This design comes from an exercise in tuning for small area, a short achievable clock period and few clock cycles on the open sky130 flow, not from production work.
Only simulation tests tie the RTL to the original design; equivalence was not proved.

`flow/design.v`:
```
package mtt_pkg;
    localparam logic [1:0] KIND_OTHER = 2'd0;
    localparam logic [1:0] KIND_NOTE  = 2'd1;
    localparam logic [1:0] KIND_CC    = 2'd2;
    localparam logic [6:0] PEDAL_CONTROLLER = 7'd64;
    localparam logic [6:0] PEDAL_PRESSED    = 7'd127;
    localparam logic [1:0] USE_IGNORED = 2'd0;
    localparam logic [1:0] USE_FIRST   = 2'd1;
    localparam logic [1:0] USE_NOTE    = 2'd2;
    localparam logic [1:0] USE_PEDAL   = 2'd3;
    localparam logic [2:0] REG_MIN_GAP     = 3'd0;
    localparam logic [2:0] REG_LOWER       = 3'd1;
    localparam logic [2:0] REG_UPPER       = 3'd2;
    localparam logic [2:0] REG_NOTE_LIMIT  = 3'd3;
    localparam logic [2:0] REG_PEDAL_LIMIT = 3'd4;
    typedef struct packed {
        logic start;
        logic busy;
        logic done;
    } div_ctl_t;
endpackage
module mtt_div #(
    parameter int DB = 16
) (
    input  logic [DB-1:0] r_in,
    input  logic [1:0]    bits,
    input  logic [DB-1:0] divisor,
    input  logic [DB+1:0] divisor3,
    output logic [1:0]    q,
    output logic [DB-1:0] r_out
);
    logic [DB+1:0] s, d1, d2, d3;
    logic          ge1, ge2, ge3;
    assign s = {r_in, bits};
    mtt_add #(.W(DB + 2)) u_d1 (.a(s), .b(~{2'b00, divisor}), .ci(1'b1), .s(d1), .co(ge1));
    mtt_add #(.W(DB + 2)) u_d2 (.a(s), .b(~{1'b0, divisor, 1'b0}), .ci(1'b1), .s(d2), .co(ge2));
    mtt_add #(.W(DB + 2)) u_d3 (.a(s), .b(~divisor3), .ci(1'b1), .s(d3), .co(ge3));
    always_comb
    begin
        if (ge3)
        begin
            q     = 2'd3;
            r_out = d3[DB-1:0];
        end
        else if (ge2)
        begin
            q     = 2'd2;
            r_out = d2[DB-1:0];
        end
        else if (ge1)
        begin
            q     = 2'd1;
            r_out = d1[DB-1:0];
        end
        else
        begin
            q     = 2'd0;
            r_out = s[DB-1:0];
        end
    end
endmodule
module mtt_add #(
    parameter int W = 8
) (
    input  logic [W-1:0] a,
    input  logic [W-1:0] b,
    input  logic         ci,
    output logic [W-1:0] s,
    output logic         co
);
    always_comb
    begin
        logic [W:0] g, p;
        g[0] = ci;
        p[0] = 1'b0;
        g[W:1] = a & b;
        p[W:1] = a ^ b;
        for (int d = 1; d <= W; d = d * 2)
            for (int i = 2 * d - 1; i <= W; i += 2 * d)
            begin
                g[i] = g[i] | (p[i] & g[i-d]);
                p[i] = p[i] & p[i-d];
            end
        for (int d = (1 << $clog2(W + 1)) / 2; d >= 1; d = d / 2)
            for (int i = 3 * d - 1; i <= W; i += 2 * d)
            begin
                g[i] = g[i] | (p[i] & g[i-d]);
                p[i] = p[i] & p[i-d];
            end
        s  = (a ^ b) ^ g[W-1:0];
        co = g[W];
    end
endmodule
module mtt_csa #(
    parameter int W = 8
) (
    input  logic [W-1:0] a,
    input  logic [W-1:0] b,
    input  logic [W-1:0] c,
    output logic [W-1:0] s,
    output logic [W-1:0] cy
);
    assign s  = a ^ b ^ c;
    assign cy = {(a[W-2:0] & b[W-2:0]) | (c[W-2:0] & (a[W-2:0] ^ b[W-2:0])), 1'b0};
endmodule
module midi_tempo_tracker #(
    parameter int TIME_BITS      = 24,
    parameter int COUNT_BITS     = 16,
    parameter int FOLD_MIN_COUNT = 8
) (
    input  logic                  clk,
    input  logic                  rst_n,
    input  logic                  in_valid,
    output logic                  in_stall,
    input  logic [1:0]            event_kind,
    input  logic [6:0]            controller,
    input  logic [6:0]            ctrl_value,
    input  logic [TIME_BITS-1:0]  delta_time,
    output logic                  out_valid,
    input  logic                  out_stall,
    output logic [TIME_BITS-1:0]  note_period,
    output logic [TIME_BITS-1:0]  pedal_period,
    output logic [COUNT_BITS-1:0] note_count,
    output logic [1:0]            event_use,
    input  logic                  cfg_valid,
    output logic                  cfg_ready,
    input  logic [2:0]            cfg_index,
    input  logic [23:0]           cfg_data
);
    localparam int TB = 24;
    localparam int CB = 16;
    localparam int SB = 40;
    localparam int PW = 36;                  
    localparam int NB = 2;                   
    localparam int NC = SB / NB;             
    localparam int QC = TB / NB;             
    localparam int XW = CB + NB;             
    localparam int KW = 27;                  
    localparam int JW = $clog2(NC + 1);      
    localparam logic [TB-1:0] TMAX = {TB{1'b1}};
    localparam logic [CB-1:0] CMAX = {CB{1'b1}};
    localparam logic [SB-1:0] SMAX = {SB{1'b1}};
    localparam logic [3:0] S_IDLE = 4'd0;
    localparam logic [3:0] S_D    = 4'd1;    
    localparam logic [3:0] S_P    = 4'd2;    
    localparam logic [3:0] S_S0   = 4'd3;    
    localparam logic [3:0] S_SK   = 4'd4;    
    localparam logic [3:0] S_SF   = 4'd5;    
    localparam logic [3:0] S_PP   = 4'd6;    
    localparam logic [3:0] S_F    = 4'd7;    
    localparam logic [3:0] S_M1   = 4'd8;    
    localparam logic [3:0] S_M2   = 4'd9;
    localparam logic [3:0] S_M3   = 4'd10;
    logic [3:0] st_reg;
    logic [TB-1:0] min_gap_reg;
    logic [11:0]   lo_reg, hi_reg;
    logic [7:0]    nlim_reg, plim_reg;
    logic          ib_valid_reg, ib_note_reg, ib_pedal_reg;
    logic [TB-1:0] ib_delta_reg;
    logic          fnote_reg, fpedal_reg;
    logic [TB-1:0] ngap_reg, pgap_reg;
    logic [SB-1:0] ntot_reg, ptot_reg;
    logic [CB-1:0] nent_reg, pent_reg;
    logic [TB-1:0] rec0_reg, rec1_reg, rec2_reg, half_reg;
    logic [TB-1:0] nmean_reg, pmean_reg;      
    logic [CB-1:0] nrem_reg, prem_reg;        
    logic          nbig_reg, pbig_reg;        
    logic [7:0]    nmiss_reg, pmiss_reg;
    logic [PW-1:0] nlo_reg, nhi_reg, plo_reg, phi_reg;   
    logic          kd_reg;        
    logic          fchk_reg;      
    logic          tadd_reg;      
    logic [TB-1:0] v_reg;         
    logic [XW-1:0] x_reg;         
    logic          xbad_reg;      
    logic          xsat_reg;      
    logic [KW-XW-1:0] xhi_reg;    
    logic [2*NB-1:0]  xlo_reg;    
    logic signed [NB:0] m_reg;    
    logic [CB-1:0] cdiv_reg;      
    logic [CB+1:0] c3_reg;        
    logic [JW-1:0] j_reg;
    logic          pfirst_reg;
    logic          dirty_n_reg, dirty_p_reg;
    logic          ov_reg;
    logic          owe_reg;       
    logic [1:0]    use_reg;
    logic [TB:0]   nsum_w, psum_w, hsum_w;
    logic [TB-1:0] nsum, psum, hsum;
    mtt_add #(.W(TB)) u_nsum (.a(ngap_reg), .b(ib_delta_reg), .ci(1'b0),
                              .s(nsum_w[TB-1:0]), .co(nsum_w[TB]));
    mtt_add #(.W(TB)) u_psum (.a(pgap_reg), .b(ib_delta_reg), .ci(1'b0),
                              .s(psum_w[TB-1:0]), .co(psum_w[TB]));
    assign nsum = fnote_reg ? ngap_reg : (nsum_w[TB] ? TMAX : nsum_w[TB-1:0]);
    assign psum = fpedal_reg ? pgap_reg : (psum_w[TB] ? TMAX : psum_w[TB-1:0]);
    mtt_add #(.W(TB)) u_hsum (.a(half_reg), .b(nsum), .ci(1'b0),
                              .s(hsum_w[TB-1:0]), .co(hsum_w[TB]));
    assign hsum = hsum_w[TB] ? TMAX : hsum_w[TB-1:0];
    logic [TB-1:0]   d;
    logic [PW-9:0]   wlo, whi, d1x, d2x;
    logic            whz;
    logic            w1l, w1hn, w2l, w2hn;
    logic            w1, w2, nempty, pempty, empty, direct;
    assign d   = ib_note_reg ? nsum : psum;
    assign wlo = ib_note_reg ? nlo_reg[PW-1:8] : plo_reg[PW-1:8];
    assign whi = ib_note_reg ? nhi_reg[PW-1:8] : phi_reg[PW-1:8];
    assign whz = ib_note_reg ? (nhi_reg[7:0] != '0) : (phi_reg[7:0] != '0);
    assign d1x = (PW-8)'(d);
    assign d2x = (PW-8)'({d, 1'b0});
    mtt_add #(.W(PW-8)) u_w1l (.a(d1x), .b(~wlo), .ci(1'b0), .s(), .co(w1l));
    mtt_add #(.W(PW-7)) u_w1h (.a({d1x, 1'b0}), .b(~{whi, whz}), .ci(1'b1), .s(), .co(w1hn));
    mtt_add #(.W(PW-8)) u_w2l (.a(d2x), .b(~wlo), .ci(1'b0), .s(), .co(w2l));
    mtt_add #(.W(PW-7)) u_w2h (.a({d2x, 1'b0}), .b(~{whi, whz}), .ci(1'b1), .s(), .co(w2hn));
    assign w1     = w1l && !w1hn;
    assign w2     = w2l && !w2hn;
    assign nempty = (nent_reg == '0);
    assign pempty = (pent_reg == '0);
    assign empty  = ib_note_reg ? nempty : pempty;
    assign direct = empty || w1;
    logic gap_ok;
    mtt_add #(.W(TB)) u_mgap (.a(nsum), .b(~min_gap_reg), .ci(1'b0), .s(), .co(gap_ok));
    logic c_fn, c_fp, c_jn, c_jp;
    logic n_push, n_half, p_push;
    assign c_fn   = fnote_reg && ib_note_reg;
    assign c_fp   = !c_fn && fpedal_reg && ib_pedal_reg;
    assign c_jn   = !c_fn && !c_fp && ib_note_reg && gap_ok;
    assign c_jp   = !c_fn && !c_fp && ib_pedal_reg;
    assign n_push = c_jn && (direct || (w2 && half_reg != '0));
    assign n_half = c_jn && !direct && w2 && (half_reg == '0);
    assign p_push = c_jp && direct;
    logic [TB-1:0] v;
    logic [CB-1:0] csel, cinc, csum;
    logic          cinc_co;
    logic [CB+1:0] c3sum;
    logic          fastok;
    assign v    = (ib_note_reg && !direct) ? hsum : d;
    assign csel = ib_note_reg ? nent_reg : pent_reg;
    mtt_add #(.W(CB)) u_cinc (.a(csel), .b('0), .ci(1'b1), .s(cinc), .co(cinc_co));
    assign csum = cinc_co ? CMAX : cinc;
    mtt_add #(.W(CB+2)) u_c3 (.a({2'b00, csum}), .b({1'b0, csum, 1'b0}), .ci(1'b0),
                              .s(c3sum), .co());
    assign fastok = !(ib_note_reg ? nbig_reg : pbig_reg) && (csel != '0) && !cinc_co;
    logic [KW-1:0] xr, xq, xg, xdl, xcnt, xhh;
    logic [KW-1:0] xs1, xc1, xs2, xc2, xs3, xc3, xs4, xc4, xd, xh, xfast;
    logic          dsat, hsat, xdbad, xhbad, xbad_w, xsat_w;
    assign xr   = KW'(ib_note_reg ? nrem_reg : prem_reg);
    assign xq   = ~(KW'(ib_note_reg ? nmean_reg : pmean_reg));
    assign xg   = KW'(ib_note_reg ? ngap_reg : pgap_reg);
    assign xdl  = KW'(ib_delta_reg);
    assign xcnt = KW'(cinc) << 1;
    assign xhh  = KW'(half_reg);
    mtt_csa #(.W(KW)) u_xt1 (.a(xr), .b(xq), .c(xg), .s(xs1), .cy(xc1));
    mtt_csa #(.W(KW)) u_xt2 (.a(xs1), .b(xc1), .c(xdl), .s(xs2), .cy(xc2));
    mtt_csa #(.W(KW)) u_xt3 (.a(xs2), .b(xc2), .c(xcnt), .s(xs3), .cy(xc3));
    mtt_add #(.W(KW)) u_xd (.a(xs3), .b(xc3), .ci(1'b1), .s(xd), .co());
    mtt_csa #(.W(KW)) u_xt4 (.a(xs3), .b(xc3), .c(xhh), .s(xs4), .cy(xc4));
    mtt_add #(.W(KW)) u_xh (.a(xs4), .b(xc4), .ci(1'b1), .s(xh), .co());
    assign dsat   = ib_note_reg ? nsum_w[TB] : psum_w[TB];
    assign hsat   = nsum_w[TB] || hsum_w[TB];
    assign xdbad  = (xd[KW-1:XW] != '0) || dsat;
    assign xhbad  = (xh[KW-1:XW] != '0) || hsat;
    assign xfast  = (ib_note_reg && !direct) ? xh : xd;
    assign xbad_w = (ib_note_reg && !direct) ? xhbad : xdbad;
    assign xsat_w = (ib_note_reg && !direct) ? hsat : dsat;
    logic [7:0] miss_sel;
    logic [8:0] miss_inc;
    assign miss_sel = ib_note_reg ? nmiss_reg : pmiss_reg;
    assign miss_inc = {1'b0, miss_sel} + 9'd1;
    logic [SB-1:0] tk;
    logic [TB-1:0] qk;
    logic          bk;
    logic [PW-1:0] plk, phk;
    assign tk  = kd_reg ? ptot_reg : ntot_reg;
    assign qk  = kd_reg ? pmean_reg : nmean_reg;
    assign bk  = kd_reg ? pbig_reg : nbig_reg;
    assign plk = kd_reg ? plo_reg : nlo_reg;
    assign phk = kd_reg ? phi_reg : nhi_reg;
    logic          fold_sub;
    logic [SB:0]   ta_w;
    logic [SB-1:0] ta, ta_a, ta_b;
    assign fold_sub = (st_reg == S_F);
    assign ta_a = fold_sub ? ntot_reg : tk;
    assign ta_b = fold_sub ? ~(SB'(rec0_reg)) : SB'(tadd_reg ? v_reg : '0);
    mtt_add #(.W(SB)) u_ta (.a(ta_a), .b(ta_b), .ci(fold_sub),
                            .s(ta_w[SB-1:0]), .co(ta_w[SB]));
    assign ta = fold_sub ? (ta_w[SB] ? ta_w[SB-1:0] : '0)
                         : (ta_w[SB] ? SMAX : ta_w[SB-1:0]);
    logic [NB-1:0] dq;
    logic [CB-1:0] dr;
    mtt_div #(.DB(CB)) u_div (
        .r_in(x_reg[XW-1:NB]), .bits(x_reg[NB-1:0]), .divisor(cdiv_reg),
        .divisor3(c3_reg), .q(dq), .r_out(dr));
    logic xge, dbad;
    mtt_add #(.W(CB)) u_dbad (.a(x_reg[XW-1:NB]), .b(~cdiv_reg), .ci(1'b1), .s(), .co(xge));
    assign dbad = xbad_reg || xge;
    logic [KW-1:0] x1, x3, x3s, x3c, c32, c2n;
    assign x1  = {xhi_reg, x_reg};
    assign c32 = KW'(cdiv_reg) << 5;
    assign c2n = ~(KW'(cdiv_reg) << 1);
    mtt_csa #(.W(KW)) u_x3csa (.a(x1), .b(c32), .c(c2n), .s(x3s), .cy(x3c));
    mtt_add #(.W(KW)) u_x3 (.a(x3s), .b(x3c), .ci(1'b1), .s(x3), .co());
    logic [JW-1:0] ttop;
    logic [NB-1:0] tnib_next, tnib_top;
    always_comb
    begin
        tnib_next = '0;
        ttop      = '0;
        for (int i = 0; i < NC; i++)
        begin
            if (JW'(i) + JW'(1) == j_reg)
                tnib_next = ta[NB*i +: NB];
            if (ta[NB*i +: NB] != '0)
                ttop = JW'(i);
        end
        tnib_top = '0;
        for (int i = 0; i < NC; i++)
            if (JW'(i) == ttop)
                tnib_top = ta[NB*i +: NB];
    end
    logic              corr;        
    logic signed [NB:0] msel;
    logic [2:0]        msh;
    logic [NB-1:0]     qnib;
    logic [PW-1:0]     pbase_l, pbase_h, ladd, hadd, plnext, phnext;
    logic [TB-1:0]     qadd, qm;
    assign corr = (st_reg == S_D) || (st_reg == S_M1) || (st_reg == S_M2) ||
                  (st_reg == S_M3);
    always_comb
    begin
        qnib = '0;
        for (int i = 0; i < QC; i++)
            if (JW'(i) + JW'(1) == j_reg)
                qnib = qk[NB*i +: NB];
        if (st_reg == S_D || st_reg == S_M1)
            msel = {~dq[NB-1], ~dq[NB-1], dq[NB-2:0]};
        else if (st_reg == S_M2 || st_reg == S_M3)
            msel = {1'b0, dq};
        else
            msel = m_reg;
        if (st_reg == S_M1)
            msh = 3'd4;
        else if (st_reg == S_M2)
            msh = 3'd2;
        else
            msh = 3'd0;
    end
    logic [PW-1:0] ls1, ls2, ls3, hs1, hs2, hs3;
    logic [13:0]   lo3, hi3;
    logic          mneg;
    mtt_add #(.W(14)) u_lo3 (.a({2'b00, lo_reg}), .b({1'b0, lo_reg, 1'b0}), .ci(1'b0),
                             .s(lo3), .co());
    mtt_add #(.W(14)) u_hi3 (.a({2'b00, hi_reg}), .b({1'b0, hi_reg, 1'b0}), .ci(1'b0),
                             .s(hi3), .co());
    assign ls1 = PW'(lo_reg) << msh;
    assign ls2 = PW'(lo_reg) << (msh + 3'd1);
    assign ls3 = PW'(lo3) << msh;
    assign hs1 = PW'(hi_reg) << msh;
    assign hs2 = PW'(hi_reg) << (msh + 3'd1);
    assign hs3 = PW'(hi3) << msh;
    assign mneg = msel[NB];
    always_comb
    begin
        case (msel)
            3'sd1:   begin ladd = ls1;  hadd = hs1;  end
            3'sd2:   begin ladd = ls2;  hadd = hs2;  end
            3'sd3:   begin ladd = ls3;  hadd = hs3;  end
            -3'sd1:  begin ladd = ~ls1; hadd = ~hs1; end
            -3'sd2:  begin ladd = ~ls2; hadd = ~hs2; end
            default: begin ladd = '0;   hadd = '0;   end
        endcase
    end
    assign pbase_l = corr ? plk : plk << NB;
    assign pbase_h = corr ? phk : phk << NB;
    mtt_add #(.W(PW)) u_pl (.a(pbase_l), .b(ladd), .ci(mneg), .s(plnext), .co());
    mtt_add #(.W(PW)) u_ph (.a(pbase_h), .b(hadd), .ci(mneg), .s(phnext), .co());
    assign qm = {{(TB-NB-1){msel[NB]}}, msel} << msh;
    mtt_add #(.W(TB)) u_qadd (.a(qk), .b(qm), .ci(1'b0), .s(qadd), .co());
    logic          fgl, fghn, fold;
    logic [PW-6:0] mpx;
    assign mpx = (PW-5)'(pmean_reg);
    mtt_add #(.W(PW-5)) u_fl (.a(mpx), .b(~nlo_reg[PW-1:5]), .ci(1'b0), .s(), .co(fgl));
    mtt_add #(.W(PW-4)) u_fh (.a({mpx, 1'b0}), .b(~{nhi_reg[PW-1:5], (nhi_reg[4:0] != '0)}),
                              .ci(1'b1), .s(), .co(fghn));
    assign fold = (st_reg == S_P) && !kd_reg && fchk_reg &&
                  (nent_reg > CB'(FOLD_MIN_COUNT)) && fgl && !fghn;
    logic [TB:0] fsum_w;
    mtt_add #(.W(TB)) u_fsum (.a(nent_reg[0] ? rec2_reg : rec0_reg), .b(rec1_reg), .ci(1'b0),
                              .s(fsum_w[TB-1:0]), .co(fsum_w[TB]));
    logic [CB+1:0] c3half;
    mtt_add #(.W(CB+2)) u_c3h (.a({3'b000, nent_reg[CB-1:1]}), .b({2'b00, nent_reg[CB-1:1], 1'b0}),
                               .ci(1'b0), .s(c3half), .co());
    logic consume, take, go, ov_now;
    assign ov_now    = ov_reg && !fold;
    assign consume   = ((st_reg == S_IDLE) || (st_reg == S_P && !fold)) &&
                       !dirty_n_reg && !dirty_p_reg && !(ov_now && out_stall);
    assign in_stall  = ib_valid_reg && !consume;
    assign take      = in_valid && !in_stall;
    assign go        = consume && ib_valid_reg;
    assign cfg_ready = 1'b1;
    assign out_valid = ov_now;
    always_ff @(posedge clk)
    begin
        if (take)
        begin
            ib_note_reg  <= (event_kind == mtt_pkg::KIND_NOTE);
            ib_pedal_reg <= (event_kind == mtt_pkg::KIND_CC) &&
                            (controller == mtt_pkg::PEDAL_CONTROLLER) &&
                            (ctrl_value == mtt_pkg::PEDAL_PRESSED);
            ib_delta_reg <= delta_time;
        end
        case (st_reg)
            S_IDLE:
            begin
                j_reg <= JW'(QC);
                if (!go && (dirty_n_reg || dirty_p_reg))
                begin
                    kd_reg     <= !dirty_n_reg;
                    fchk_reg   <= 1'b0;
                    pfirst_reg <= 1'b1;
                end
            end
            S_D:
            begin
                tadd_reg <= 1'b0;
                if (!dbad)
                begin
                    if (kd_reg)
                    begin
                        prem_reg <= dr;
                        plo_reg  <= plnext;
                        phi_reg  <= phnext;
                    end
                    else
                    begin
                        nrem_reg <= dr;
                        nlo_reg  <= plnext;
                        nhi_reg  <= phnext;
                    end
                end
                else
                begin
                    x_reg    <= x3[XW+2*NB-1:2*NB];
                    xlo_reg  <= x3[2*NB-1:0];
                    xbad_reg <= (x3[KW-1:XW+2*NB] != '0) || xsat_reg;
                end
            end
            S_M1, S_M2, S_M3:
            begin
                if (kd_reg)
                begin
                    plo_reg <= plnext;
                    phi_reg <= phnext;
                end
                else
                begin
                    nlo_reg <= plnext;
                    nhi_reg <= phnext;
                end
                if (st_reg == S_M1)
                    x_reg <= {dr, xlo_reg[2*NB-1:NB]};
                else if (st_reg == S_M2)
                    x_reg <= {dr, xlo_reg[NB-1:0]};
                else if (kd_reg)
                    prem_reg <= dr;
                else
                    nrem_reg <= dr;
            end
            S_S0:
            begin
                tadd_reg <= 1'b0;
                x_reg    <= {{CB{1'b0}}, tnib_top};
                j_reg    <= ttop;
                m_reg    <= '0;
                if (kd_reg)
                begin
                    pbig_reg <= 1'b0;
                    plo_reg  <= '0;
                    phi_reg  <= '0;
                end
                else
                begin
                    nbig_reg <= 1'b0;
                    nlo_reg  <= '0;
                    nhi_reg  <= '0;
                end
            end
            S_SK:
            begin
                x_reg <= {dr, tnib_next};
                j_reg <= j_reg - JW'(1);
                m_reg <= {1'b0, dq};
                if (kd_reg)
                begin
                    pbig_reg <= pbig_reg || (pmean_reg[TB-1:TB-NB] != '0);
                    plo_reg  <= plnext;
                    phi_reg  <= phnext;
                end
                else
                begin
                    nbig_reg <= nbig_reg || (nmean_reg[TB-1:TB-NB] != '0);
                    nlo_reg  <= plnext;
                    nhi_reg  <= phnext;
                end
                if (j_reg == '0)
                begin
                    if (kd_reg)
                        prem_reg <= dr;
                    else
                        nrem_reg <= dr;
                end
            end
            S_SF:
            begin
                j_reg      <= JW'(QC);
                pfirst_reg <= bk;
                if (kd_reg)
                begin
                    plo_reg <= plnext;
                    phi_reg <= phnext;
                end
                else
                begin
                    nlo_reg <= plnext;
                    nhi_reg <= phnext;
                end
            end
            S_PP:
            begin
                j_reg      <= j_reg - JW'(1);
                m_reg      <= {1'b0, qnib};
                pfirst_reg <= 1'b0;
                if (kd_reg)
                begin
                    plo_reg <= pfirst_reg ? '0 : plnext;
                    phi_reg <= pfirst_reg ? '0 : phnext;
                end
                else
                begin
                    nlo_reg <= pfirst_reg ? '0 : plnext;
                    nhi_reg <= pfirst_reg ? '0 : phnext;
                end
            end
            S_F:
            begin
                cdiv_reg <= nent_reg >> 1;
                c3_reg   <= c3half;
                rec0_reg <= fsum_w[TB] ? TMAX : fsum_w[TB-1:0];
                rec1_reg <= '0;
                rec2_reg <= '0;
                fchk_reg <= 1'b0;
            end
            default: ;
        endcase
        if (go)
        begin
            if (c_fn || c_fp)
                use_reg <= mtt_pkg::USE_FIRST;
            else if (c_jn)
                use_reg <= mtt_pkg::USE_NOTE;
            else if (c_jp)
                use_reg <= mtt_pkg::USE_PEDAL;
            else
                use_reg <= mtt_pkg::USE_IGNORED;
            if (n_push)
            begin
                rec2_reg <= rec1_reg;
                rec1_reg <= rec0_reg;
                rec0_reg <= v;
            end
            if (n_push || p_push)
            begin
                kd_reg   <= c_jp;
                fchk_reg <= c_jn && direct;
                tadd_reg <= 1'b1;
                v_reg    <= v;
                x_reg    <= xfast[XW-1:0];
                xhi_reg  <= xfast[KW-1:XW];
                xbad_reg <= xbad_w;
                xsat_reg <= xsat_w;
                cdiv_reg <= csum;
                c3_reg   <= c3sum;
            end
        end
    end
    always_ff @(posedge clk or negedge rst_n)
    begin
        if (!rst_n)
        begin
            st_reg       <= S_IDLE;
            min_gap_reg  <= '0;
            lo_reg       <= 12'd205;
            hi_reg       <= 12'd307;
            nlim_reg     <= 8'd10;
            plim_reg     <= 8'd2;
            ib_valid_reg <= 1'b0;
            fnote_reg    <= 1'b1;
            fpedal_reg   <= 1'b1;
            ngap_reg     <= '0;
            pgap_reg     <= '0;
            ntot_reg     <= '0;
            ptot_reg     <= '0;
            nent_reg     <= '0;
            pent_reg     <= '0;
            half_reg     <= '0;
            nmean_reg    <= '0;
            pmean_reg    <= '0;
            nmiss_reg    <= '0;
            pmiss_reg    <= '0;
            dirty_n_reg  <= 1'b0;
            dirty_p_reg  <= 1'b0;
            ov_reg       <= 1'b0;
            owe_reg      <= 1'b0;
        end
        else
        begin
            if (ov_now && !out_stall)
                ov_reg <= 1'b0;
            if (take)
                ib_valid_reg <= 1'b1;
            else if (go)
                ib_valid_reg <= 1'b0;
            case (st_reg)
                S_IDLE:
                begin
                    if (!go && dirty_n_reg)
                    begin
                        dirty_n_reg <= 1'b0;
                        st_reg      <= S_PP;
                    end
                    else if (!go && dirty_p_reg)
                    begin
                        dirty_p_reg <= 1'b0;
                        st_reg      <= S_PP;
                    end
                end
                S_D:
                begin
                    if (kd_reg)
                        ptot_reg <= ta;
                    else
                        ntot_reg <= ta;
                    if (dbad)
                        st_reg <= S_M1;
                    else
                    begin
                        if (kd_reg)
                            pmean_reg <= qadd;
                        else
                            nmean_reg <= qadd;
                        ov_reg <= 1'b1;
                        st_reg <= S_P;
                    end
                end
                S_M1:
                begin
                    if (dbad)
                        st_reg <= S_S0;
                    else
                    begin
                        if (kd_reg)
                            pmean_reg <= qadd;
                        else
                            nmean_reg <= qadd;
                        st_reg <= S_M2;
                    end
                end
                S_M2, S_M3:
                begin
                    if (kd_reg)
                        pmean_reg <= qadd;
                    else
                        nmean_reg <= qadd;
                    if (st_reg == S_M2)
                        st_reg <= S_M3;
                    else
                    begin
                        ov_reg <= 1'b1;
                        st_reg <= S_P;
                    end
                end
                S_P:
                begin
                    if (fold)
                    begin
                        ov_reg <= 1'b0;
                        st_reg <= S_F;
                    end
                    else
                    begin
                        owe_reg <= 1'b0;
                        st_reg  <= S_IDLE;
                    end
                end
                S_S0:
                begin
                    if (kd_reg)
                    begin
                        ptot_reg  <= ta;
                        pmean_reg <= '0;
                    end
                    else
                    begin
                        ntot_reg  <= ta;
                        nmean_reg <= '0;
                    end
                    st_reg <= S_SK;
                end
                S_SK:
                begin
                    if (kd_reg)
                        pmean_reg <= {pmean_reg[TB-NB-1:0], dq};
                    else
                        nmean_reg <= {nmean_reg[TB-NB-1:0], dq};
                    if (j_reg == '0)
                        st_reg <= S_SF;
                end
                S_SF:
                begin
                    if (bk)
                        st_reg <= S_PP;
                    else
                    begin
                        ov_reg <= owe_reg;
                        st_reg <= S_P;
                    end
                end
                S_PP:
                begin
                    if (!pfirst_reg && j_reg == '0)
                    begin
                        ov_reg <= owe_reg;
                        st_reg <= S_P;
                    end
                end
                S_F:
                begin
                    if (nent_reg[0])
                        ntot_reg <= ta;
                    nent_reg <= nent_reg >> 1;
                    st_reg   <= S_S0;
                end
                default:
                    st_reg <= S_IDLE;
            endcase
            if (go)
            begin
                ov_reg <= 1'b1;
                if (c_fn)
                    fnote_reg <= 1'b0;
                else if (c_fp)
                    fpedal_reg <= 1'b0;
                else
                begin
                    ngap_reg <= nsum;
                    pgap_reg <= psum;
                    if (c_jn)
                    begin
                        ngap_reg <= '0;
                        if (n_push)
                        begin
                            nent_reg  <= csum;
                            nmiss_reg <= '0;
                            if (!direct)
                                half_reg <= '0;
                        end
                        else if (n_half)
                            half_reg <= nsum;
                        else if (miss_inc > {1'b0, nlim_reg})
                        begin
                            nent_reg  <= '0;
                            ntot_reg  <= '0;
                            nmean_reg <= '0;
                            nmiss_reg <= '0;
                        end
                        else
                            nmiss_reg <= miss_inc[7:0];
                    end
                    else if (c_jp)
                    begin
                        pgap_reg <= '0;
                        if (p_push)
                        begin
                            pent_reg  <= csum;
                            pmiss_reg <= '0;
                        end
                        else if (miss_inc > {1'b0, plim_reg})
                        begin
                            pent_reg  <= '0;
                            ptot_reg  <= '0;
                            pmean_reg <= '0;
                            pmiss_reg <= '0;
                        end
                        else
                            pmiss_reg <= miss_inc[7:0];
                    end
                end
                if (n_push || p_push)
                begin
                    ov_reg  <= 1'b0;
                    owe_reg <= 1'b1;
                    st_reg  <= fastok ? S_D : S_S0;
                end
            end
            if (cfg_valid)
            begin
                case (cfg_index)
                    mtt_pkg::REG_MIN_GAP:     min_gap_reg <= TB'(cfg_data);
                    mtt_pkg::REG_LOWER:       lo_reg      <= cfg_data[11:0];
                    mtt_pkg::REG_UPPER:       hi_reg      <= cfg_data[11:0];
                    mtt_pkg::REG_NOTE_LIMIT:  nlim_reg    <= cfg_data[7:0];
                    mtt_pkg::REG_PEDAL_LIMIT: plim_reg    <= cfg_data[7:0];
                    default: ;
                endcase
                if (cfg_index == mtt_pkg::REG_LOWER || cfg_index == mtt_pkg::REG_UPPER)
                begin
                    dirty_n_reg <= 1'b1;
                    dirty_p_reg <= 1'b1;
                    st_reg      <= S_IDLE;
                end
            end
        end
    end
    assign note_period  = nmean_reg;
    assign pedal_period = pmean_reg;
    assign note_count   = nent_reg;
    assign event_use    = use_reg;
endmodule
```
`flow/run.sh`:
```
#!/bin/bash
# synth_recipe.tcl (not shown) runs the flow's synth.tcl, then flattens the netlist and writes it again
# the make line also repeats each setting of config.mk as NAME=value (left out here)
make -C /OpenROAD-flow-scripts/flow DESIGN_CONFIG=/design/flow/config.mk WORK_HOME=/design/flow/orfs CLKGATE_MAP_FILE= SYNTH_SCRIPT=/design/flow/synth_recipe.tcl finish
```
`flow/config.mk`:
```
export PLATFORM = sky130hd
export DESIGN_NAME = midi_tempo_tracker
export DESIGN_NICKNAME = midi_tempo_tracker
export VERILOG_FILES = /design/flow/design.v
export SDC_FILE = /design/flow/constraint.sdc
export NUM_CORES = 4
export LEC_CHECK = 0
export CAP_MARGIN = 20
export CORE_MARGIN = 2
export CORE_UTILIZATION = 40
export SLEW_MARGIN = 20
```
`flow/constraint.sdc`:
```
create_clock -name core_clock -period 10.0 [get_ports {clk}]
set_input_delay 2.0000 -clock core_clock [delete_from_list [all_inputs] [get_ports {clk}]]
set_output_delay 2.0000 -clock core_clock [all_outputs]
set_load 0.01 [all_outputs]
```
==> results of run 1 <==
==> stage by stage <==
stage / cells / hold WS, ns / util
2_1_floorplan: 6780 / 0.4306 / -
3_3_place_gp: 8798 / 0.4388 / 0.4307
3_5_place_dp: 8798 / 0.4428 / 0.4307
4_1_cts: 8962 / 0.4524 / 0.4502
5_1_grt: 8963 / 0.4646 / 0.4502
6_report: 8966 / 0.4525 / 0.4503
==> synth_stat cells, types with 29 or more instances <==
library cell / instances / area, µm²
a211oi_1: 107 / 803.3
a21o_1: 186 / 1396
a21oi_1: 458 / 2292
a31oi_1: 60 / 375.4
and3_1: 29 / 181.4
buf_1: 49 / 183.9
buf_2: 61 / 305.3
clkbuf_1: 212 / 795.8
dfrtp_1: 308 / 7707
dfxtp_1: 128 / 2562
edfxtp_1: 252 / 7567
fa_1: 281 / 5625
ha_1: 635 / 7945
inv_1: 537 / 2016
mux2_2: 121 / 1363
mux2i_1: 198 / 1982
mux4_2: 68 / 1531
nand2_1: 579 / 2173
nand2b_1: 59 / 369.1
nand3_1: 167 / 835.8
nand4_1: 64 / 400.4
nor2_1: 606 / 2275
nor2b_1: 76 / 475.5
nor3_1: 112 / 560.5
nor4_1: 42 / 262.8
o211ai_1: 49 / 367.9
o21a_1: 64 / 480.5
o21ai_0: 415 / 2077
o22ai_1: 73 / 456.7
o31ai_1: 55 / 412.9
xnor2_1: 132 / 1156
xor2_1: 85 / 744.5
==> tightest hold or removal path, delay by kind of cell (launching register included) <==
family,cells,cell delay (ns)
and+or+nand+nor,2,0.11
DFF,1,0.31
==> routing by layer <==
metal | share of wire | vias up | GRT usage | wire [µm]
met2 | 0.43 | 2455 | 0.4261 | 98180
li1 | - | 24570 | - | -
met3 | 0.086 | 423 | 0.04837 | 19560
met4 | 0.060 | 0 | 0.1528 | 13700
met5 | 0 | - | 0 | 0
met1 | 0.42 | 26770 | 0.3920 | 96980
==> final cells by class <==
cell class              instances  area [µm²]
fillers                     14870       84880
inverters                     542        2036
clock inverters                45       535.5
well taps                    2044        2557
clock buffers                 119        2471
multi-input cells            5207       40960
flip-flops and latches        703       18240
diodes                          4       10.01
repair buffers                302        2720
==> cell families (layout without fill, tap and decap cells) <==
logic type | after synthesis | in the layout | synth area share
AOI/OAI and AO/OA | 1769 | 1769 | 0.1814
xor gates and xnor gates | 217 | 217 | 0.03049
adders and majority gates | 916 | 916 | 0.2177
buffers and inverters | 870 | 1008 | 0.05415
DFF | 703 | 703 | 0.2924
muxes | 411 | 411 | 0.08369
other | 1 | 5 | 0.00006015
and+or+nand+nor | 1893 | 1893 | 0.1401
==> worst paths after layout <==
kind                            slack, ns  depth (start not counted)                 endpoint
worst max register to register       0.61                         33    ntot_reg[5]$_DFF_PN0_
worst min register to register       0.45                          2      rec2_reg[0]$_DFF_P_
min in group asynchronous            1.26                          1    nent_reg[5]$_DFF_PN0_
worst min-delay path                 0.45                          2      rec2_reg[0]$_DFF_P_
worst max-delay path                 0.61                         33    ntot_reg[5]$_DFF_PN0_
max in group asynchronous            7.18                          2  nmean_reg[15]$_DFF_PN0_
==> timing repair <==
item                       CTS  global route
resized for setup            0             3
setup endpoints to repair    0            93
hold buffers                 0             0
==> out/qor.yml, run 1 <==
syn_area_per_cell_um2: 9.195
grt_pass1_vias: 52220
area_growth_pct: 11.53
clk_latency_ns: 0.73
clkTransAtPathRegs_ns: 0.06
criticalPathCategory: "flip-flop to flip-flop"
synthCells: 6780
die_h_um: 398.8
cp.arrival_ns: 9.95
clkSinkCount: 703
path_buf_inv: 4
slew_headroom: 0.2021
crit_path_top_delay_cell: "or4_1"
ys_ff_latch: 703
period_share: 0.9393
cts-buffers-inserted: 87
place_ws_ns: 0.6337
worstHoldStart: "rec2_reg[0]$_DFF_P_"
die_area_um2: 159000
fmax_mhz: 106.5
track_usage: 0.2847
crit_top_cell: "nand2_1"
grt_antenna_before_repair: 2
tns_ns: 0
synthesis.area_um2: 62340
outcome: "no timing/DRC/antenna violations"
dp_hpwl_mm: 175.7
die_x_um: 398.8
holdCritPathClass: "flip-flop to flip-flop"
tightestPinTransition_ns: 1.164
cp-end-kind: "flip-flop"
fin_crit_ns: 9.393
grt_remaining_overflow: 0
setup.worst_path.start: "ib_delta_reg[1]$_DFFE_PP_"
row_count: 144
cp.required_ns: 10.55
reg2reg_from: "ib_delta_reg[1]$_DFFE_PP_"
maxSlewViolCount: 0
htreeDepth: 3
avgRoutedWirePerCell_um: 25.48
drv_cap: 0
cts_tree: "built"
ant_nets: 0
fin_ws_ns: 0.6072
setup_viol: 0
synthArstFlopShare: 0.4595
clockRootBuffer: "clkbuf_16"
port_buffers: 139
post_cts_buffers: 0
synth_cell_types: 99
via_count: 54210
fin_skew_ns: 0.04323
critPathTopFamily: "compound AO/OA/AOI/OAI gates"
critPathMaxFanout: 64
final_cell_mix: "635 x ha_1, 601 x nor2_1, 577 x nand2_1"
grt_max_degree: 141
coreArea_um2: 154400
drive_above_1_share: 0.08977
cts_buffer_depth: 3
vias_per_cell: 6.046
start_util: 0.4037
drt-initial-drc-count: 5844
totalWireLength_mm: 228.4
io_pins: 141
drt-pass1-iter-count: 7
nets: 7831
stdcell_area_um2: 69530
start_kind: "flip-flop"
yosysWarnings: 13
ys_seq_area_frac: 0.2924
drc_errors: 0
grt_pass1_wl_mm: 342.0
slowest_delay_ns: 0.52
synth_top_flop_cell: "dfrtp_1"
synth-edff-count: 252
placed_area_um2: 66500
rsz0062_at_grt: "no"
finalHoldViolations: 0
gp_routability_congestion: 1.002
layout_commonest_cell: "ha_1"
synth_nets: 7768
Testbench counts, summed over its fixed seeds: cycles 9,095.
==> inputs of run 2 (changes only) <==
--- a/flow/config.mk
+++ b/flow/config.mk
@@ -6,6 +6,6 @@
 export NUM_CORES = 4
 export LEC_CHECK = 0
-export CAP_MARGIN = 20
+export CAP_MARGIN = 5
 export CORE_MARGIN = 2
-export CORE_UTILIZATION = 40
-export SLEW_MARGIN = 20
+export CORE_UTILIZATION = 65
+export SLEW_MARGIN = 5
==> out/qor.yml, run 2 <==
synthTopCellsByArea: "ha_1 13%, dfrtp_1 12%, edfxtp_1 12%, fa_1 9.0%, dfxtp_1 4.1%"
tightestPinTransition_ns: 1.395  # +0.2315 ns
synth_top_flop_cell: "dfrtp_1"
setup_viol: 0  # unchanged
drt-pass1-iter-count: 9  # +2
track_usage: 0.4360  # +0.1513
fmax_mhz: 106.6  # +0.11%
crit_top_cell: "a21oi_1"
synth_cell_types: 99  # unchanged
synthArstFlopShare: 0.4595  # unchanged
synthTopCellsByCount: "635 x ha_1, 606 x nor2_1, 579 x nand2_1, 537 x inv_1, 458 x a21oi_1"
holdCritPathClass: "flip-flop to flip-flop"
maxSlewViolCount: 0  # unchanged
ant_nets: 0  # unchanged
post_cts_buffers: 0  # unchanged
grt_pass1_vias: 53320  # +2.1%
cts_buffer_depth: 3  # unchanged
grt_max_degree: 180  # +28%
start_util: 0.6561  # +0.2524
via_count: 54950  # +1.4%
coreArea_um2: 95010  # -38%
synthesis.area_um2: 62340  # unchanged
cp-end-kind: "flip-flop"
ys_ff_latch: 703  # unchanged
yosysMostFrequentCell: "ha_1"
stdcell_count: 8162  # -9.0%
cp.required_ns: 10.57  # +0.02 ns
row_count: 113  # -22%
ys_seq_area_frac: 0.2924  # unchanged
avgRoutedWirePerCell_um: 26.44  # +3.8%
clkSinkCount: 703  # unchanged
synth_top_area_share: 0.1274  # unchanged
clkTransAtPathRegs_ns: 0.06  # about the same
die_h_um: 313.7  # -21%
gp_routability_congestion: 1.045  # +4.3%
drive_above_1_share: 0.08687  # -0.002891
drc_errors: 0  # unchanged
layout_commonest_cell: "ha_1"
drv_cap: 0  # unchanged
syn_area_per_cell_um2: 9.195  # unchanged
grt_pass1_wl_mm: 326.2  # -4.6%
drt-initial-drc-count: 6898  # +18%
tns_ns: 0  # unchanged
synth_nets: 7768  # unchanged
criticalPathCategory: "flip-flop to flip-flop"
synthCells: 6780  # unchanged
start_kind: "flip-flop"
rrSetupSlack_ns: 0.62  # about the same
synth_top_area_cell: "ha_1"
critPathMaxFanout: 64  # unchanged
die_x_um: 313.7  # -21%
slew_headroom: 0.06015  # -0.1419
period_share: 0.9382  # -0.001041
grt_remaining_overflow: 0  # unchanged
dpl.cell_count: 8002  # -9.0%
crit_path_top_delay_cell: "a2111oi_0"
cp.arrival_ns: 9.96  # about the same
dp_hpwl_mm: 163.7  # -6.8%
nets: 7811  # -0.26%
rsz0062_at_grt: "no"
cts_tree: "built"
slowest_delay_ns: 0.70  # +0.18 ns
outcome: "no timing/DRC/antenna violations"
area_growth_pct: 9.556
synth-edff-count: 252  # unchanged
clk_latency_ns: 0.70  # -0.03 ns
totalWireLength_mm: 215.8  # -5.5%
io_pins: 141  # unchanged
yosysWarnings: 13  # unchanged
cts-buffers-inserted: 84  # -3.4%
vias_per_cell: 6.733  # +11%
grt_antenna_before_repair: 4  # +2
clockRootBuffer: "clkbuf_16"
fin_skew_ns: 0.03033  # -0.01290 ns
die_area_um2: 98400  # -38%
fin_crit_ns: 9.382  # -0.01041 ns
final_cell_mix: "635 x ha_1, 602 x nor2_1, 577 x nand2_1"
port_buffers: 139  # unchanged
finalHoldViolations: 0  # unchanged
htreeDepth: 3  # unchanged
## run 2: cell counts after synthesis
No cell type changed its count.
## run 2: path summary, 6_finish.rpt
check | from | to | cells past startpoint
setup / recovery | ib_delta_reg[1]$_DFFE_PP_ | x_reg[1]$_DFF_P_ | 31
max in group asynchronous | rst_n | nlim_reg[5]$_DFFE_PN0P_ | 2
min in group asynchronous | rst_n | pent_reg[10]$_DFFE_PN0P_ | 1
hold / removal | rec2_reg[12]$_DFF_P_ | rec2_reg[12]$_DFF_P_ | 2
setup reg to reg | ib_delta_reg[1]$_DFFE_PP_ | x_reg[1]$_DFF_P_ | 31
hold reg to reg | rec2_reg[12]$_DFF_P_ | rec2_reg[12]$_DFF_P_ | 2
## run 2: final cells by class
cell class | instances | area [µm²]
inverters | 542 | 2036
diodes | 2 | 5.005
clock buffers | 121 | 2487
repair buffers | 285 | 2605
well taps | 1265 | 1583
flip-flops and latches | 703 | 18240
clock inverters | 37 | 415.4
multi-input cells | 5207 | 40930
fillers | 7193 | 26710
## run 2: kinds of logic (layout without fill, tap and decap cells)
kind of cell               Yosys count  after routing  share of synthesized area
adders and majority gates          916            916                     0.2177
and+or+nand+nor                   1893           1893                     0.1401
AOI/OAI and AO/OA                 1769           1769                     0.1814
xor gates and xnor gates           217            217                    0.03049
buffers and inverters              870            985                    0.05415
muxes                              411            411                    0.08369
DFF                                703            703                     0.2924
other                                1              3                 0.00006015
## run 2: worst max-delay path, delay by kind of cell, from the launching register on
kind,cells,cell delay (ns)
DFF,1,0.46
and+or+nand+nor,7,1.36
buffers and inverters,4,1.28
AOI/OAI and AO/OA,17,5.04
adders and majority gates,3,1.11
## run 2: what timing repair did
action                                  in CTS  in global routing
endpoints found under the hold margin        0                  0
endpoints found under the setup margin       0                  1
hold buffers                                 0                  0
resized for setup                            0                  1
## run 2: through the flow
step	worst slack [ns]	area [µm²]	hold slack [ns]	util
detailed placement	0.7578	65390	0.4447	0.6882
global placement	0.9272	65390	0.4384	0.6882
floorplan	1.487	62340	0.4306	-
finish	0.6176	68300	0.4511	0.7188
global route	0.03585	68290	0.4713	0.7188
CTS	0.6659	68290	0.4546	0.7188
## run 2: layer usage
layer / vias up / routed length (µm) / track usage
met5: - / 28 / 0
met4: 4 / 14860 / 0.2532
met3: 630 / 25240 / 0.1205
met2: 3120 / 91690 / 0.6405
met1: 26680 / 84020 / 0.5798
li1: 24520 / - / -
==> inputs of run 3 (changes only) <==
--- a/flow/config.mk
+++ b/flow/config.mk
@@ -8,4 +8,4 @@
 export CAP_MARGIN = 5
 export CORE_MARGIN = 2
-export CORE_UTILIZATION = 65
+export CORE_UTILIZATION = 55
 export SLEW_MARGIN = 5
==> out/qor.yml, run 3 <==
ys_ff_latch: 703  # unchanged
grt_pass1_wl_mm: 337.4  # +3.4%
stdcell_area_um2: 69090  # +1.2%
final_core_util: 0.6141  # -0.1047
syn_area_per_cell_um2: 9.195  # unchanged
cp.required_ns: 10.44  # -0.13 ns
outcome: "no timing/DRC/antenna violations"
totalWireLength_mm: 225.0  # +4.3%
crit_path_top_delay_cell: "a2111oi_1"
grt_remaining_overflow: 0  # unchanged
nets: 7843  # +0.41%
io_pins: 141  # unchanged
slew_headroom: 0.1287  # +0.06853
synthArstFlopShare: 0.4595  # unchanged
tns_ns: 0  # unchanged
synth_cell_types: 99  # unchanged
yosysWarnings: 13  # unchanged
drt-pass1-iter-count: 9  # unchanged
cp-end-kind: "flip-flop"
synthesis.area_um2: 62340  # unchanged
holdCritPathClass: "flip-flop to flip-flop"
synthTopCellsByCount: "635 x ha_1, 606 x nor2_1, 579 x nand2_1, 537 x inv_1, 458 x a21oi_1"
port_buffers: 139  # unchanged
synth_top_area_cell: "ha_1"
nFillCells: 9837  # +37%
ys_seq_area_frac: 0.2924  # unchanged
period_share: 0.9363  # -0.001898
drv_cap: 0  # unchanged
die_area_um2: 116100  # +18%
cts-buffers-inserted: 89  # +6.0%
clockRootBuffer: "clkbuf_16"
setup_viol: 0  # unchanged
placed_area_um2: 65900  # +0.78%
start_util: 0.5541  # -0.1020
cts_tree: "built"
clk_latency_ns: 0.72  # +0.02 ns
row_count: 123  # +8.8%
critPathMaxFanout: 11  # -83%
dp_hpwl_mm: 173.4  # +5.9%
yosysMostFrequentCell: "ha_1"
htreeDepth: 3  # unchanged
fin_crit_ns: 9.363  # -0.01898 ns
gp_routability_congestion: 0.9877  # -5.5%
drive_above_1_share: 0.09189  # +0.005018
tightestPinTransition_ns: 1.293  # -0.1017 ns
drt-initial-drc-count: 5916  # -14%
finalHoldViolations: 0  # unchanged
vias_per_cell: 6.438  # -4.4%
fin_hold_ws_ns: 0.4573  # +0.006180 ns
fin_skew_ns: 0.04146  # +0.01113 ns
avgRoutedWirePerCell_um: 26.69  # +0.92%
final_cell_mix: "635 x ha_1, 602 x nor2_1, 577 x nand2_1"
cts_buffer_depth: 3  # unchanged
coreArea_um2: 112500  # +18%
ant_nets: 0  # unchanged
synthTopCellsByArea: "ha_1 13%, dfrtp_1 12%, edfxtp_1 12%, fa_1 9.0%, dfxtp_1 4.1%"
die_h_um: 340.7  # +8.6%
grt_antenna_before_repair: 5  # +1
fmax_mhz: 106.8  # +0.20%
cp.arrival_ns: 9.80  # -0.16 ns
synth_top_area_share: 0.1274  # unchanged
drc_errors: 0  # unchanged
synth_top_flop_cell: "dfrtp_1"
track_usage: 0.3848  # -0.05120
synth_nets: 7768  # unchanged
area_growth_pct: 10.82
via_count: 54290  # -1.2%
grt_pass1_vias: 52760  # -1.1%
clkTransAtPathRegs_ns: 0.07  # about the same
maxSlewViolCount: 0  # unchanged
start_kind: "flip-flop"
criticalPathCategory: "flip-flop to flip-flop"
die_x_um: 340.7  # +8.6%
synthCells: 6780  # unchanged
synth-edff-count: 252  # unchanged
grt_max_degree: 86  # -52%
layout_commonest_cell: "ha_1"
clkSinkCount: 703  # unchanged
slowest_delay_ns: 0.84  # +0.14 ns
## run 3: final cells by class
cell class / count / area [µm²] / area share
diodes: 1 / 2.502 / 0.00003622
well taps: 1500 / 1877 / 0.02717
repair buffers: 312 / 2808 / 0.04064
flip-flops and latches: 703 / 18240 / 0.2639
clock inverters: 57 / 715.7 / 0.01036
clock buffers: 111 / 2462 / 0.03564
multi-input cells: 5207 / 40950 / 0.5927
inverters: 542 / 2036 / 0.02947
## run 3: final timing paths
kind                                 startpoint                endpoint  slack [ns]  depth (start not counted)
max reg2reg                 cdiv_reg[0]$_DFF_P_   plo_reg[34]$_DFFE_PP_        0.64                         30
max                         cdiv_reg[0]$_DFF_P_   plo_reg[34]$_DFFE_PP_        0.64                         30
min in group asynchronous                 rst_n  nent_reg[12]$_DFF_PN0_        1.23                          1
max in group asynchronous                 rst_n  ntot_reg[39]$_DFF_PN0_        6.84                          3
min                        rec2_reg[22]$_DFF_P_    rec2_reg[22]$_DFF_P_        0.46                          2
min reg2reg                rec2_reg[22]$_DFF_P_    rec2_reg[22]$_DFF_P_        0.46                          2
## run 3: stage by stage
stage | worst slack (ns) | std cells
2_1_floorplan | 1.487 | 6780
3_3_place_gp | 0.7478 | 8264
3_5_place_dp | 0.4796 | 8264
4_1_cts | 0.4376 | 8432
5_1_grt | -0.01939 | 8432
6_report | 0.6366 | 8433
## run 3: worst max-delay path, delay by kind of cell, from the launching register on
family / cells / cell delay [ns]
compound gates: 15 / 4.63
simple gates: 7 / 2.32
fa+ha+maj: 4 / 1.17
flops: 1 / 0.42
buf+inv: 3 / 0.38
xor+xnor: 1 / 0.17
## run 3: cells by family after synthesis
| family | after synthesis | synth area share |
|---|---|---|
| adders and majority gates | 916 | 0.2177 |
| muxes | 411 | 0.08369 |
| buffers and inverters | 870 | 0.05415 |
| xor gates and xnor gates | 217 | 0.03049 |
| other | 1 | 0.00006015 |
| and+or+nand+nor | 1893 | 0.1401 |
| AOI/OAI and AO/OA | 1769 | 0.1814 |
| DFF | 703 | 0.2924 |
## run 3: repair_timing
item / CTS / global route
buffers inserted: 0 / 0
hold buffers: 0 / 0
setup endpoints to repair: 0 / 163
resized for setup: 0 / 2
## run 3: per-layer routing
| layer | GRT usage | routed length, µm | vias to the layer above |
|---|---|---|---|
| li1 | - | - | 24600 |
| met1 | 0.5266 | 92850 | 26750 |
| met2 | 0.5830 | 98560 | 2453 |
| met3 | 0.07297 | 20220 | 486 |
| met4 | 0.1972 | 13420 | 0 |
| met5 | 0 | 0 | - |
==> inputs of run 4 (changes only) <==
--- a/flow/config.mk
+++ b/flow/config.mk
@@ -6,4 +6,5 @@
 export NUM_CORES = 4
 export LEC_CHECK = 0
+export ABC_AREA = 1
 export CAP_MARGIN = 5
 export CORE_MARGIN = 2
==> out/qor.yml, run 4 <==
area_growth_pct: 10.12
drive_above_1_share: 0.05777  # -0.03412
clkTransAtPathRegs_ns: 0.06  # about the same
cts-hold-fix-buffers: 0  # unchanged
tightestPinTransition_ns: 1.320  # +0.02681 ns
port_buffers: 139  # unchanged
synthTopCellsByArea: "ha_1 13%, dfrtp_1 13%, edfxtp_1 12%, fa_1 9.2%, nand2_1 9.2%"
synth_top_area_share: 0.1306  # +0.003172
clkSinkCount: 703  # unchanged
crit_path_top_delay_cell: "buf_4"
cts_buffer_depth: 3  # unchanged
layout_commonest_cell: "nand2_1"
avgRoutedWirePerCell_um: 23.43  # -12%
grt_remaining_overflow: 0  # unchanged
yosysWarnings: 13  # unchanged
cp.arrival_ns: 9.82  # +0.02 ns
io_pins: 141  # unchanged
criticalPathCategory: "flip-flop to flip-flop"
holdCritPathClass: "flip-flop to flip-flop"
critPathMaxFanout: 76  # +65
gp_routability_congestion: 1.025  # +3.8%
fmax_mhz: 108.1  # +1.2%
synth_top_area_cell: "ha_1"
drt-initial-drc-count: 5975  # +1.0%
die_x_um: 336.6  # -1.2%
slew_headroom: 0.1106  # -0.01806
fin_hold_ws_ns: 0.4754  # +0.01817 ns
synth_nets: 8678  # +12%
placed_area_um2: 63990  # -2.9%
synthArstFlopShare: 0.4595  # unchanged
synthTopCellsByCount: "1486 x nand2_1, 1016 x inv_1, 826 x o21ai_0, 635 x ha_1, 546 x nor2_1"
period_share: 0.9255  # -0.01089
start_util: 0.5565  # +0.002331
final_cell_mix: "1482 x nand2_1, 1011 x inv_1, 821 x o21ai_0"
setup_viol: 0  # unchanged
dp_hpwl_mm: 164.8  # -4.9%
cts_tree: "built"
die_h_um: 336.6  # -1.2%
cts-buffers-inserted: 87  # -2.2%
die_area_um2: 113300  # -2.4%
grt_max_degree: 122  # +42%
outcome: "no timing/DRC/antenna violations"
tns_ns: 0  # unchanged
yosysMostFrequentCell: "nand2_1"
synth-edff-count: 252  # unchanged
cp.required_ns: 10.56  # +0.12 ns
synthesis.area_um2: 60830  # -2.4%
ys_seq_area_frac: 0.2997  # +0.007279
cp-end-kind: "flip-flop"
wl_met3_mm: 21.91  # +8.4%
syn_area_per_cell_um2: 7.910  # -14%
vias_per_cell: 6.013  # -6.6%
rrSetupSlack_ns: 0.75  # +0.11 ns
start_kind: "flip-flop"
drv_cap: 0  # unchanged
clockRootBuffer: "clkbuf_16"
ys_ff_latch: 703  # unchanged
final_core_util: 0.6128  # -0.001344
fin_crit_ns: 9.255  # -0.1089 ns
row_count: 121  # -1.6%
maxSlewViolCount: 0  # unchanged
synth_top_flop_cell: "dfrtp_1"
grt_pass1_vias: 53250  # +0.92%
clk_latency_ns: 0.69  # -0.03 ns
grt_pass1_wl_mm: 327.7  # -2.9%
stdcell_area_um2: 66980  # -3.0%
drt-met1-wl_mm: 90.92  # -2.1%
drt-pass1-iter-count: 8  # -1
finalHoldViolations: 0  # unchanged
nets: 8720  # +11%
coreArea_um2: 109300  # -2.8%
synthCells: 7690  # +13%
track_usage: 0.3844  # -0.0004436
via_count: 55830  # +2.8%
wl_met2_mm: 93.16  # -5.5%
grt_antenna_before_repair: 9  # +4
htreeDepth: 3  # unchanged
rsz0062_at_grt: "no"
drc_errors: 0  # unchanged
slowest_delay_ns: 0.61  # -0.23 ns
crit_top_cell: "nand2_1"
ant_nets: 0  # unchanged
synth_cell_types: 79  # -20%
fin_skew_ns: 0.02745  # -0.01401 ns
top_layer_used: "met5"
totalWireLength_mm: 217.6  # -3.3%
[run 4: cell types whose count changed after synthesis, moves of 73 or more]
cell and delta:
nand2_1 +907, inv_1 +479, o21ai_0 +411, mux2i_1 -151, a21o_1 -144, mux2_2 -117, a211oi_1 -83, nor2b_1 -76
o22ai_1 +73
[run 4: what timing repair did]
| action | CTS | global route |
|---|---|---|
| setup endpoints to repair | 0 | 83 |
| buffers inserted | 0 | 1 |
| endpoints found under the hold margin | 0 | 0 |
| gates resized for setup | 0 | 11 |
[run 4: path summary, 6_finish.rpt]
kind | end | from | cells past startpoint
max reg2reg | cdiv_reg[2]$_DFF_P_ | ib_delta_reg[1]$_DFFE_PP_ | 54
max | cdiv_reg[2]$_DFF_P_ | ib_delta_reg[1]$_DFFE_PP_ | 54
min | nmiss_reg[5]$_DFFE_PN0P_ | nmiss_reg[5]$_DFFE_PN0P_ | 2
min in group asynchronous | nent_reg[7]$_DFF_PN0_ | rst_n | 1
max in group asynchronous | hi_reg[7]$_DFFE_PN0P_ | rst_n | 2
min reg2reg | nmiss_reg[5]$_DFFE_PN0P_ | nmiss_reg[5]$_DFFE_PN0P_ | 2
[run 4: cells by family (layout without fill, tap and decap cells)]
family,after synthesis,in the layout,share of synthesized area
xor+xnor,175,175,0.02520
compound gates,1988,1988,0.1892
flops,703,703,0.2997
mux,51,51,0.008475
buf+inv,1382,1499,0.08718
simple gates,2474,2474,0.1671
other cells,1,2,0.00006165
fa+ha+maj,916,916,0.2231
[run 4: area by class of cell]
cell class,count,area (µm²)
clock buffer,127,2566
inverter,1057,3975
timing repair buffer,278,2540
clock inverter,37,372.9
sequential,703,18240
tap,1476,1847
multi-input combinational,5605,37440
antenna,1,2.502
fill,10050,42330
[run 4: layer usage]
| layer | GRT usage | up-vias |
|---|---|---|
| li1 | - | 26070 |
| met1 | 0.5288 | 26830 |
| met2 | 0.5801 | 2483 |
| met3 | 0.07851 | 432 |
| met4 | 0.1831 | 12 |
| met5 | 0 | - |
[run 4: per-stage QoR]
stage	worst slack (ns)	std cells
floorplan	0.9265	7690
global placement	0.7028	9118
CTS	0.5061	9282
global route	0.006120	9283
detailed placement	0.5509	9118
finish	0.7454	9284
[run 4: critical path, delay by kind of cell, from the launching register on]
kind,cells,cell delay (ns)
flip-flops,1,0.47
buffers and inverters,9,1.81
adder cells (fa/ha/maj),3,0.87
AO/OA/AOI/OAI,19,3.10
AND/OR/NAND/NOR,23,2.82
==> inputs of run 5 (changes only) <==
--- a/flow/config.mk
+++ b/flow/config.mk
@@ -6,7 +6,6 @@
 export NUM_CORES = 4
 export LEC_CHECK = 0
-export ABC_AREA = 1
 export CAP_MARGIN = 5
 export CORE_MARGIN = 2
-export CORE_UTILIZATION = 55
+export CORE_UTILIZATION = 60
 export SLEW_MARGIN = 5
==> out/qor.yml, run 5 <==
seqCellArea_um2: 18240  # unchanged
crit_top_cell: "a21oi_1"
dp_hpwl_mm: 168.5  # +2.3%
critPathTopFamily: "compound AO/OA/AOI/OAI gates"
avgRoutedWirePerCell_um: 26.58  # +13%
fin_hold_ws_ns: 0.4510  # -0.02447 ns
die_x_um: 326.3  # -3.0%
period_share: 0.9183  # -0.007114
die_area_um2: 106500  # -6.0%
hold_end: "rec2_reg[12]$_DFF_P_"
worstHoldStart: "rec2_reg[12]$_DFF_P_"
drc_errors: 0  # unchanged
clkSinkCount: 703  # unchanged
ys_seq_area_frac: 0.2924  # -0.007279
fin_ws_ns: 0.8166  # +0.07114 ns
drive_above_1_share: 0.08937  # +0.03160
synth_top_area_share: 0.1274  # -0.003172
drt-initial-drc-count: 6414  # +7.3%
fmax_mhz: 108.9  # +0.77%
track_usage: 0.4081  # +0.02375
gp_routability_congestion: 1.013  # -1.2%
vias_per_cell: 6.626  # +10%
nFillCells: 8613  # -14%
criticalPathCategory: "flip-flop to flip-flop"
cp-end-kind: "flip-flop"
synth-edff-count: 252  # unchanged
ys_ff_latch: 703  # unchanged
cts_tree: "built"
syn_area_per_cell_um2: 9.195  # +16%
finalHoldViolations: 0  # unchanged
outcome: "no timing/DRC/antenna violations"
crit_path_top_delay_cell: "nor2_1"
multi_input_area_um2: 40950  # +9.4%
grt_pass1_wl_mm: 330.1  # +0.74%
start_kind: "flip-flop"
drt-pass1-iter-count: 8  # unchanged
cts-hold-fix-buffers: 0  # unchanged
synth_nets: 7768  # -10%
grt_antenna_before_repair: 1  # -8
yosysWarnings: 13  # unchanged
critPathMaxFanout: 38  # -50%
final_cell_mix: "635 x ha_1, 602 x nor2_1, 577 x nand2_1"
cp.required_ns: 10.60  # +0.04 ns
setup_viol: 0  # unchanged
cts-buffers-inserted: 88  # +1.1%
fin_skew_ns: 0.03014  # +0.002693 ns
row_count: 118  # -2.5%
cp.arrival_ns: 9.78  # -0.04 ns
nets: 7829  # -10%
io_pins: 141  # unchanged
tns_ns: 0  # unchanged
start_util: 0.6032  # +0.04673
synth_top_area_cell: "ha_1"
rsz0062_at_grt: "no"
rr_worst_depth: 33  # -39%
synth_top_flop_cell: "dfrtp_1"
layout_commonest_cell: "ha_1"
grt_pass1_vias: 53080  # -0.31%
cts_buffer_depth: 3  # unchanged
path_buf_inv: 5  # -4
port_buffers: 139  # unchanged
area_growth_pct: 10.33
tightestPinTransition_ns: 1.269  # -0.05093 ns
slowest_delay_ns: 0.56  # -0.05 ns
rrSetupSlack_ns: 0.82  # +0.07 ns
synth_cell_types: 99  # +25%
synthesis.area_um2: 62340  # +2.5%
setup.worst_path.start: "ib_delta_reg[1]$_DFFE_PP_"
synthTopCellsByArea: "ha_1 13%, dfrtp_1 12%, edfxtp_1 12%, fa_1 9.0%, dfxtp_1 4.1%"
clkTransAtPathRegs_ns: 0.06  # about the same
grt_max_degree: 149  # +22%
place_ws_ns: 0.6942  # +0.1433 ns
ant_nets: 0  # unchanged
coreArea_um2: 103300  # -5.5%
clockRootBuffer: "clkbuf_16"
yosysMostFrequentCell: "ha_1"
fin_crit_ns: 9.183  # -0.07114 ns
reg2reg_to: "cdiv_reg[0]$_DFF_P_"
synthArstFlopShare: 0.4595  # unchanged
grt_remaining_overflow: 0  # unchanged
die_h_um: 326.3  # -3.0%
holdCritPathClass: "flip-flop to flip-flop"
drv_cap: 0  # unchanged
htreeDepth: 3  # unchanged
reg2reg_from: "ib_delta_reg[1]$_DFFE_PP_"
clk_latency_ns: 0.71  # +0.02 ns
synthCells: 6780  # -12%
synthTopCellsByCount: "635 x ha_1, 606 x nor2_1, 579 x nand2_1, 537 x inv_1, 458 x a21oi_1"
via_count: 54980  # -1.5%
whs_path_depth: 2  # unchanged
slew_headroom: 0.1449  # +0.03432
maxSlewViolCount: 0  # unchanged
totalWireLength_mm: 220.6  # +1.4%
-- run 5: cell count changes in the layout (fill, tap and decap cells not counted), moves of 68 or more --
cell	change
nand2_1	-905
nor2b_1	+76
mux2i_1	+151
a21o_1	+144
mux4_2	+68
o21ai_0	-408
mux2_2	+117
inv_1	-476
a211oi_1	+81
o22ai_1	-74
-- run 5: cell type report --
class                      instances  share of cell area
clock inverter                    43            0.008586
clock buffer                     121             0.03651
timing repair buffer             299             0.03958
multi-input combinational       5207              0.5954
inverter                         542             0.02960
tap                             1380             0.02510
antenna                            3           0.0001091
sequential                       703              0.2651
-- run 5: through the flow --
stage	cells	instance area [µm²]	util
global route	8295	68770	0.6654
global placement	8131	65660	0.6354
CTS	8295	68770	0.6654
floorplan	6780	62340	-
finish	8298	68780	0.6655
detailed placement	8131	65660	0.6354
-- run 5: kinds of logic (layout without fill, tap and decap cells) --
group,count (synthesis),count (layout),share of synthesized area
buf+inv,870,1005,0.05415
flops,703,703,0.2924
fa+ha+maj,916,916,0.2177
other cells,1,4,0.00006015
compound gates,1769,1769,0.1814
simple gates,1893,1893,0.1401
xor+xnor,217,217,0.03049
mux,411,411,0.08369
-- run 5: how the worst max path moves through the flow --
stage               cells after the start  slack [ns]                   to
floorplan                              33        1.49     xbad_reg$_DFF_P_
global placement                       34        0.89     xbad_reg$_DFF_P_
detailed placement                     34        0.69     xbad_reg$_DFF_P_
CTS                                    34        0.56     xbad_reg$_DFF_P_
global route                           34         0.1     xbad_reg$_DFF_P_
finish                                 33        0.82  cdiv_reg[0]$_DFF_P_
-- run 5: tightest hold or removal path, cell delays in order, from the launching register on --
cell	delay (ns)
dfxtp_1	0.31
nand3_1	0.06
nand2_1	0.04
-- run 5: repair_timing --
item / CTS / global route
setup endpoints to repair: 0 / 39
gates resized for setup: 0 / 3
buffers inserted: 0 / 0
-- run 5: routing by layer --
layer,GRT usage,share of wire,wire length (µm)
met1,0.5517,0.40,88390
met2,0.6241,0.44,96850
met3,0.07785,0.098,21660
met4,0.2161,0.062,13660
met5,0,0,0

## what the ideal ports hide
No port has a modelled driver above. Below, the same layouts with a new extraction and two added sets of constraints. Step 1: set_driving_cell puts a clkbuf_16 on clk and a buf_2 on each other input, an assumption about the parent block. Step 2 also shifts input and output timing later by t, the mid clock arrival at the registers, as if the neighbouring blocks saw the same clock. Slacks: ideal ports / drivers / drivers and shift; pairs: ideal ports / drivers.
run | t (ns) | slack for setup (ns) | hold slack, ns | slew at the worst register clock pin (ns)
run 1 | 0.792 | 0.607 / 0.607 / 0.607 | 0.452 / 0.452 / 0.452 | 0.07 / 0.07
run 2 | 0.759 | 0.618 / 0.618 / 0.618 | 0.451 / 0.451 / 0.451 | 0.07 / 0.07
run 3 | 0.778 | 0.637 / 0.637 / 0.637 | 0.457 / 0.457 / 0.457 | 0.07 / 0.07
run 4 | 0.756 | 0.745 / 0.745 / 0.745 | 0.475 / 0.475 / 0.475 | 0.07 / 0.07
run 5 | 0.765 | 0.817 / 0.817 / 0.817 | 0.451 / 0.451 / 0.451 | 0.07 / 0.07
After both steps every run listed still meets setup and hold.
